Background: an optimization exercise with open tools, aiming at small area, a short achievable clock period and few clock cycles. Do not read the settings as production practice. Where RTL was checked, it was by simulation tests only, not by an equivalence proof against the original.

## job 101
==> flow/design.v <==
module micro_ucr_hash_multi #(
    parameter int K   = 3,
    parameter int CUT = 26
) (
    input  logic        clk,
    input  logic        reset_n,
    input  logic        inicio,
    input  logic [95:0] bloque_datos,
    input  logic [31:0] nonce_inicial,
    input  logic [31:0] nonce_limite,
    input  logic [7:0]  target,
    output logic [23:0] bounty,
    output logic [31:0] nonce_ganador,
    output logic        terminado,
    output logic        agotado,
    output logic        ocupado,
    output logic [31:0] intentos
);
    localparam int NC = 1 << K;
    localparam int HB = 32 - K;
    localparam logic [31:0] PCW = (32'd1 << 15) | (32'd1 << 18) | (32'd1 << 21) |
                                  (32'd1 << 24) | (32'd1 << 27) | (32'd1 << 29) |
                                  (32'd1 << 30);
    typedef logic [7:0] byte_t;
    function automatic logic [255:0] sched(input logic [95:0] blk, input logic [31:0] n);
        byte_t w [32];
        for (int j = 0; j < 12; j++) w[j] = blk[95-8*j -: 8];
        for (int j = 0; j < 4; j++) w[12+j] = n[31-8*j -: 8];
        for (int j = 16; j < 32; j++) w[j] = w[j-3] | (w[j-9] ^ w[j-14]);
        for (int j = 0; j < 32; j++) sched[255-8*j -: 8] = w[j];
    endfunction
    function automatic byte_t wof(input logic [255:0] w, input int j);
        wof = w[255-8*j -: 8];
    endfunction
    function automatic byte_t kof(input int j);
        kof = (j <= 16) ? 8'h99 : 8'hA1;
    endfunction
    function automatic byte_t yv(input byte_t c3, input byte_t c2);
        yv = (c3 << 4) ^ c2 ^ (c2 << 4);
    endfunction
    function automatic byte_t addx(input byte_t l, input byte_t y, input byte_t wk);
        byte_t e;
        logic  cy, p;
        e  = y ^ wk;
        cy = 1'b0;
        for (int i = 0; i < 8; i++) begin
            p       = l[i] ^ e[i];
            addx[i] = l[i] ^ (e[i] ^ cy);
            cy      = p ? cy : wk[i];
        end
    endfunction
    function automatic byte_t chw(input byte_t wz, input byte_t wo, input int gi);
        chw = wz;
        for (int b = 0; b < K; b++) if ((gi >> b) & 1) chw[b] = wo[b];
    endfunction
    logic          busy_q, found_q, exh_q;
    logic [95:0]   blk_q;
    logic [HB-1:0] limh_q;
    logic [K-1:0]  liml_q, inil_q;
    logic [7:0]    tgt_q;
    logic [HB-1:0] base1_q;
    logic          first1_q;
    logic [NC-1:0] val1;
    logic          last1;
    always_comb begin
        for (int i = 0; i < NC; i++)
            val1[i] = ((base1_q < limh_q) || (base1_q == limh_q && K'(i) <= liml_q))
                      && (!first1_q || K'(i) >= inil_q);
        last1 = (base1_q >= limh_q);
    end
    logic [255:0] wz1, wo1;
    assign wz1 = sched(blk_q, {base1_q, {K{1'b0}}});
    assign wo1 = sched(blk_q, {base1_q, {K{1'b1}}});
    byte_t cs12, cs13, cs14, cs16;
    always_comb begin
        byte_t cs [17];
        cs[0] = 8'h88 + 8'(wof(wz1, 0) + 8'h99);
        cs[1] = 8'h97 + 8'(wof(wz1, 1) + 8'h99);
        cs[2] = addx(8'(8'hE0 ^ cs[0] ^ (cs[0] << 4)), 8'h00, 8'(wof(wz1, 2) + 8'h99));
        for (int j = 3; j <= 16; j++) begin
            if (j == 15) cs[j] = '0;
            else cs[j] = addx(yv(cs[j-3], cs[j-2]), 8'h00, 8'(wof(wz1, j) + 8'h99));
        end
        cs12 = cs[12]; cs13 = cs[13]; cs14 = cs[14]; cs16 = cs[16];
    end
    byte_t c15 [NC];
    byte_t c17 [NC];
    always_comb begin
        for (int i = 0; i < NC; i++) begin
            c15[i] = addx(yv(cs12, cs13), 8'h00,
                          8'(chw(wof(wz1, 15), wof(wo1, 15), i) + 8'h99));
            c17[i] = addx(cs16, yv(cs14, c15[i]), 8'(wof(wz1, 17) + 8'hA1));
        end
    end
    logic [HB-1:0] base2_q;
    logic [NC-1:0] val2_q;
    logic          last2_q, v2_q;
    byte_t         c16_2;
    byte_t         r2z [18:CUT];      
    logic [K-1:0]  r2o [18:CUT];      
    logic [3:0]    c15_2 [NC];
    byte_t         c17_2 [NC];
    always_ff @(posedge clk) begin
        c16_2  <= cs16;
        for (int j = 18; j <= CUT; j++) begin
            r2z[j] <= PCW[j] ? wof(wz1, j) : 8'(wof(wz1, j) + 8'hA1);
            r2o[j] <= wof(wo1, j);
        end
        for (int i = 0; i < NC; i++) begin
            c15_2[i] <= c15[i][3:0];
            c17_2[i] <= c17[i];
        end
    end
    logic [255:0] wz2, wo2;
    assign wz2 = sched(blk_q, {base2_q, {K{1'b0}}});
    assign wo2 = sched(blk_q, {base2_q, {K{1'b1}}});
    byte_t         r3z [CUT+1:31];
    logic [K-1:0]  r3o [CUT+1:31];
    logic [HB-1:0] base3_q;
    logic [NC-1:0] val3_q;
    logic          last3_q, v3_q;
    always_ff @(posedge clk) begin
        for (int j = CUT + 1; j <= 31; j++) begin
            r3z[j] <= (j == 31) ? 8'(wof(wz2, j) + 8'h9F)
                    : PCW[j] ? wof(wz2, j) : 8'(wof(wz2, j) + 8'hA1);
            r3o[j] <= wof(wo2, j);
        end
    end
    logic [23:0] hch [NC];
    byte_t       a31 [NC];
    genvar gi;
    generate
        for (gi = 0; gi < NC; gi++) begin : ch
            byte_t q1, q2, q3;        
            always_comb begin
                byte_t p1, p2, p3, c, wk;
                p3 = {4'h0, c15_2[gi]}; p2 = c16_2; p1 = c17_2[gi];
                for (int j = 18; j <= CUT; j++) begin
                    if (PCW[j]) wk = 8'(chw(r2z[j], {r2z[j][7:K], r2o[j]}, gi) + 8'hA1);
                    else        wk = r2z[j];
                    c  = addx(p1, yv(p3, p2), wk);
                    p3 = p2; p2 = p1; p1 = c;
                end
                q1 = p1; q2 = p2; q3 = p3;
            end
            logic [7:0] s1, s2;
            logic [3:0] s3;
            always_ff @(posedge clk) begin
                s1 <= q1; s2 <= q2; s3 <= q3[3:0];
            end
            always_comb begin
                byte_t p1, p2, p3, c, wk;
                p1 = s1; p2 = s2; p3 = {4'h0, s3};
                for (int j = CUT + 1; j <= 30; j++) begin
                    if (PCW[j]) wk = 8'(chw(r3z[j], {r3z[j][7:K], r3o[j]}, gi) + 8'hA1);
                    else        wk = r3z[j];
                    c  = addx(p1, yv(p3, p2), wk);
                    p3 = p2; p2 = p1; p1 = c;
                end
                a31[gi] = (p2 << 4) ^ p1;
                hch[gi] = {8'(a31[gi] + 8'h01), p1[3:0] ^ 4'h8, 4'h9,
                           8'((yv(p3, p2) ^ p1) + r3z[31])};
            end
        end
    endgenerate
    logic [7:0]    t1;
    logic          t_ff, t_nz;
    logic [NC-1:0] hit, one;
    assign t1   = tgt_q - 8'd1;
    assign t_ff = (tgt_q == 8'hFF);
    assign t_nz = (tgt_q != 8'h00);
    always_comb begin
        for (int i = 0; i < NC; i++)
            hit[i] = v3_q && val3_q[i] &&
                     (t_ff || (t_nz && ((a31[i] < t1) || (a31[i] == 8'hFF))));
    end
    logic [K-1:0] widx;
    logic [23:0]  whash;
    logic         any_hit;
    always_comb begin
        logic seen;
        seen  = 1'b0;
        widx  = '0;
        whash = '0;
        for (int i = 0; i < NC; i++) begin
            one[i] = hit[i] && !seen;
            seen   = seen || hit[i];
            widx   = widx | ({K{one[i]}} & K'(i));
            whash  = whash | ({24{one[i]}} & hch[i]);
        end
        any_hit = seen;
    end
    logic cargar, ganar, agotar;
    assign cargar = inicio;
    assign ganar  = busy_q && !inicio && any_hit;
    assign agotar = busy_q && !inicio && !any_hit && v3_q && last3_q;
    always_ff @(posedge clk) begin
        if (!reset_n) begin
            busy_q  <= 1'b0;
            found_q <= 1'b0;
            exh_q   <= 1'b0;
        end else if (cargar) begin
            busy_q  <= 1'b1;
            found_q <= 1'b0;
            exh_q   <= 1'b0;
        end else if (ganar) begin
            busy_q  <= 1'b0;
            found_q <= 1'b1;
        end else if (agotar) begin
            busy_q  <= 1'b0;
            exh_q   <= 1'b1;
        end
    end
    always_ff @(posedge clk) begin
        if (cargar) begin
            blk_q    <= bloque_datos;
            limh_q   <= nonce_limite[31:K];
            liml_q   <= nonce_limite[K-1:0];
            inil_q   <= nonce_inicial[K-1:0];
            tgt_q    <= target;
            base1_q  <= nonce_inicial[31:K];
            first1_q <= 1'b1;
        end else if (busy_q) begin
            if (!last1) base1_q <= base1_q + HB'(1);
            first1_q <= 1'b0;
        end
    end
    always_ff @(posedge clk) begin
        if (!reset_n || cargar) begin
            v2_q <= 1'b0;
            v3_q <= 1'b0;
        end else if (busy_q) begin
            v2_q <= 1'b1;
            v3_q <= v2_q;
        end
        base2_q <= base1_q;
        val2_q  <= val1;
        last2_q <= last1;
        base3_q <= base2_q;
        val3_q  <= val2_q;
        last3_q <= last2_q;
    end
    logic [23:0]   bounty_q;
    logic [K-1:0]  idx_q;
    logic [HB-1:0] nwin_q;
    always_ff @(posedge clk) begin
        bounty_q <= ({24{busy_q}} & {whash[23:12], 4'h0, whash[7:0]}) | ({24{!busy_q}} & bounty_q);
        idx_q    <= ({K{busy_q}} & widx) | ({K{!busy_q}} & idx_q);
        nwin_q   <= ({HB{busy_q}} & base3_q & {HB{any_hit}}) | ({HB{!busy_q}} & nwin_q);
    end
    assign bounty        = {bounty_q[23:12], found_q, 2'b00, found_q, bounty_q[7:0]};
    assign nonce_ganador = {nwin_q, idx_q};
    assign ocupado       = busy_q;
    assign terminado     = found_q;
    assign agotado       = exh_q;
    assign intentos      = '0;
endmodule
clock: 30.0 ns
lec_check: 0
cap_margin: 30
core_margin: 2
core_utilization: 55
slew_margin: 30
standard.sh (not shown) runs the stock make flow with config.mk's settings and CLKGATE_MAP_FILE= SYNTH_SCRIPT=/design/flow/synth_recipe.tcl, a recipe that flattens the netlist after the stock synthesis.
==> flow/flow/run.sh <==
#!/bin/bash
# Layout flow: the standard ORFS layout, unchanged, except that timing
# repair aims for a setup slack margin well above zero so that the resizer
# works on the paths that set the achieved period (the 30 ns clock leaves
# them with positive slack, so a zero margin repairs nothing).
set -euo pipefail
cd "$(dirname "$0")/.."
export SETUP_SLACK_MARGIN=${FLOW_SETUP_MARGIN:-22.8}
bash standard.sh > standard_flow.log 2>&1
Job 101 reached the final stage; the timing, design-rule and antenna checks on its layout passed.
Testbench counts of job 101, summed over its fixed seeds: cycles 5,855.
[inputs] job 102 vs job 101
-- flow/design.v --
<<< job 101, line 85
    end
    byte_t c15 [NC];
    byte_t c17 [NC];
    always_comb begin
        for (int i = 0; i < NC; i++) begin
            c15[i] = addx(yv(cs12, cs13), 8'h00,
                          8'(chw(wof(wz1, 15), wof(wo1, 15), i) + 8'h99));
            c17[i] = addx(cs16, yv(cs14, c15[i]), 8'(wof(wz1, 17) + 8'hA1));
        end
    end
    logic [HB-1:0] base2_q;
    logic [NC-1:0] val2_q;
    logic          last2_q, v2_q;
    byte_t         c16_2;
    byte_t         r2z [18:CUT];      
    logic [K-1:0]  r2o [18:CUT];      
    logic [3:0]    c15_2 [NC];
    byte_t         c17_2 [NC];
    always_ff @(posedge clk) begin
        c16_2  <= cs16;
        for (int j = 18; j <= CUT; j++) begin
            r2z[j] <= PCW[j] ? wof(wz1, j) : 8'(wof(wz1, j) + 8'hA1);
            r2o[j] <= wof(wo1, j);
        end
        for (int i = 0; i < NC; i++) begin
            c15_2[i] <= c15[i][3:0];
            c17_2[i] <= c17[i];
        end
    end
    logic [255:0] wz2, wo2;
>>> job 102, line 85
    end
    byte_t c15 [NC];
    always_comb begin
        for (int i = 0; i < NC; i++)
            c15[i] = addx(yv(cs12, cs13), 8'h00,
                          8'(chw(wof(wz1, 15), wof(wo1, 15), i) + 8'h99));
    end
    logic [HB-1:0] base2_q;
    logic [NC-1:0] val2_q;
    logic          last2_q, v2_q;
    logic [3:0]    c14_2;
    byte_t         c16_2;
    byte_t         c15_2 [NC];
    byte_t         r2z [17:CUT];      
    logic [K-1:0]  r2o [17:CUT];      
    always_ff @(posedge clk) begin
        c14_2 <= cs14[3:0];
        c16_2 <= cs16;
        for (int j = 17; j <= CUT; j++) begin
            r2z[j] <= PCW[j] ? wof(wz1, j) : 8'(wof(wz1, j) + 8'hA1);
            r2o[j] <= wof(wo1, j);
        end
        for (int i = 0; i < NC; i++) c15_2[i] <= c15[i];
    end
    logic [255:0] wz2, wo2;
<<< job 101, line 135
            always_comb begin
                byte_t p1, p2, p3, c, wk;
                p3 = {4'h0, c15_2[gi]}; p2 = c16_2; p1 = c17_2[gi];
                for (int j = 18; j <= CUT; j++) begin
                    if (PCW[j]) wk = 8'(chw(r2z[j], {r2z[j][7:K], r2o[j]}, gi) + 8'hA1);
>>> job 102, line 130
            always_comb begin
                byte_t p1, p2, p3, c, wk;
                p3 = c15_2[gi]; p2 = c16_2;
                c  = addx(c16_2, yv({4'h0, c14_2}, c15_2[gi]), r2z[17]);
                p1 = c;
                for (int j = 18; j <= CUT; j++) begin
                    if (PCW[j]) wk = 8'(chw(r2z[j], {r2z[j][7:K], r2o[j]}, gi) + 8'hA1);
### Flow results
- Going from job 101 to job 102, first-pass GRT wire length climbed about 7%, ratio of final minimum period to clock period essentially unchanged.
- When the final numbers for job 102 and job 101 were put side by side, the area added between synthesis and finish turned out to be greater in job 101.
- Final design area excluding fillers went up by a few percent going from job 101 to job 102.
- Going from job 101 to job 102, utilization lost 1.3 points, number of detailed-route iterations in the first pass picked up an extra 1.
- In the flow results for job 102 and job 101, the clock period minus worst slack is larger on job 102.
- Looking at post-synthesis cell area, job 102 sits 5.0% above job 101.
- Compared with job 101, job 102 shows a higher global routing met3 resource utilization.
No functional check of the RTL was part of job 102.

## re-timing with driven ports
The flow's constraints put no driver on any port. The routed layouts listed below were extracted and timed again, unchanged, in two steps. Step 1, drivers: a clkbuf_16 drives clk and a buf_2 each remaining input, both assumed. Step 2 adds t to the input delays and takes it off the output delays; t is the mean of the earliest and latest rising clock arrival at the registers after step 1. Input paths then give back, and output paths get back, about the clock's delay inside the block. Three values: no drivers, after step 1, after step 2; two values: the first two.
| run | shift t [ns] | setup WS [ns] | slew at the worst register clock pin (ns) | cell pins on the clock port's net |
|---|---|---|---|---|
| job 101 | 0.724 | 22.735 / 22.652 / 22.222 | 0.07 / 0.07 | 1 |
| job 102 | 0.750 | 22.711 / 22.623 / 22.204 | 0.08 / 0.08 | 1 |
After both steps setup and hold are still met in every run listed. The setup slack of job 101, which loses most, moves by -0.083 ns with the drivers and by -0.513 ns with both steps.
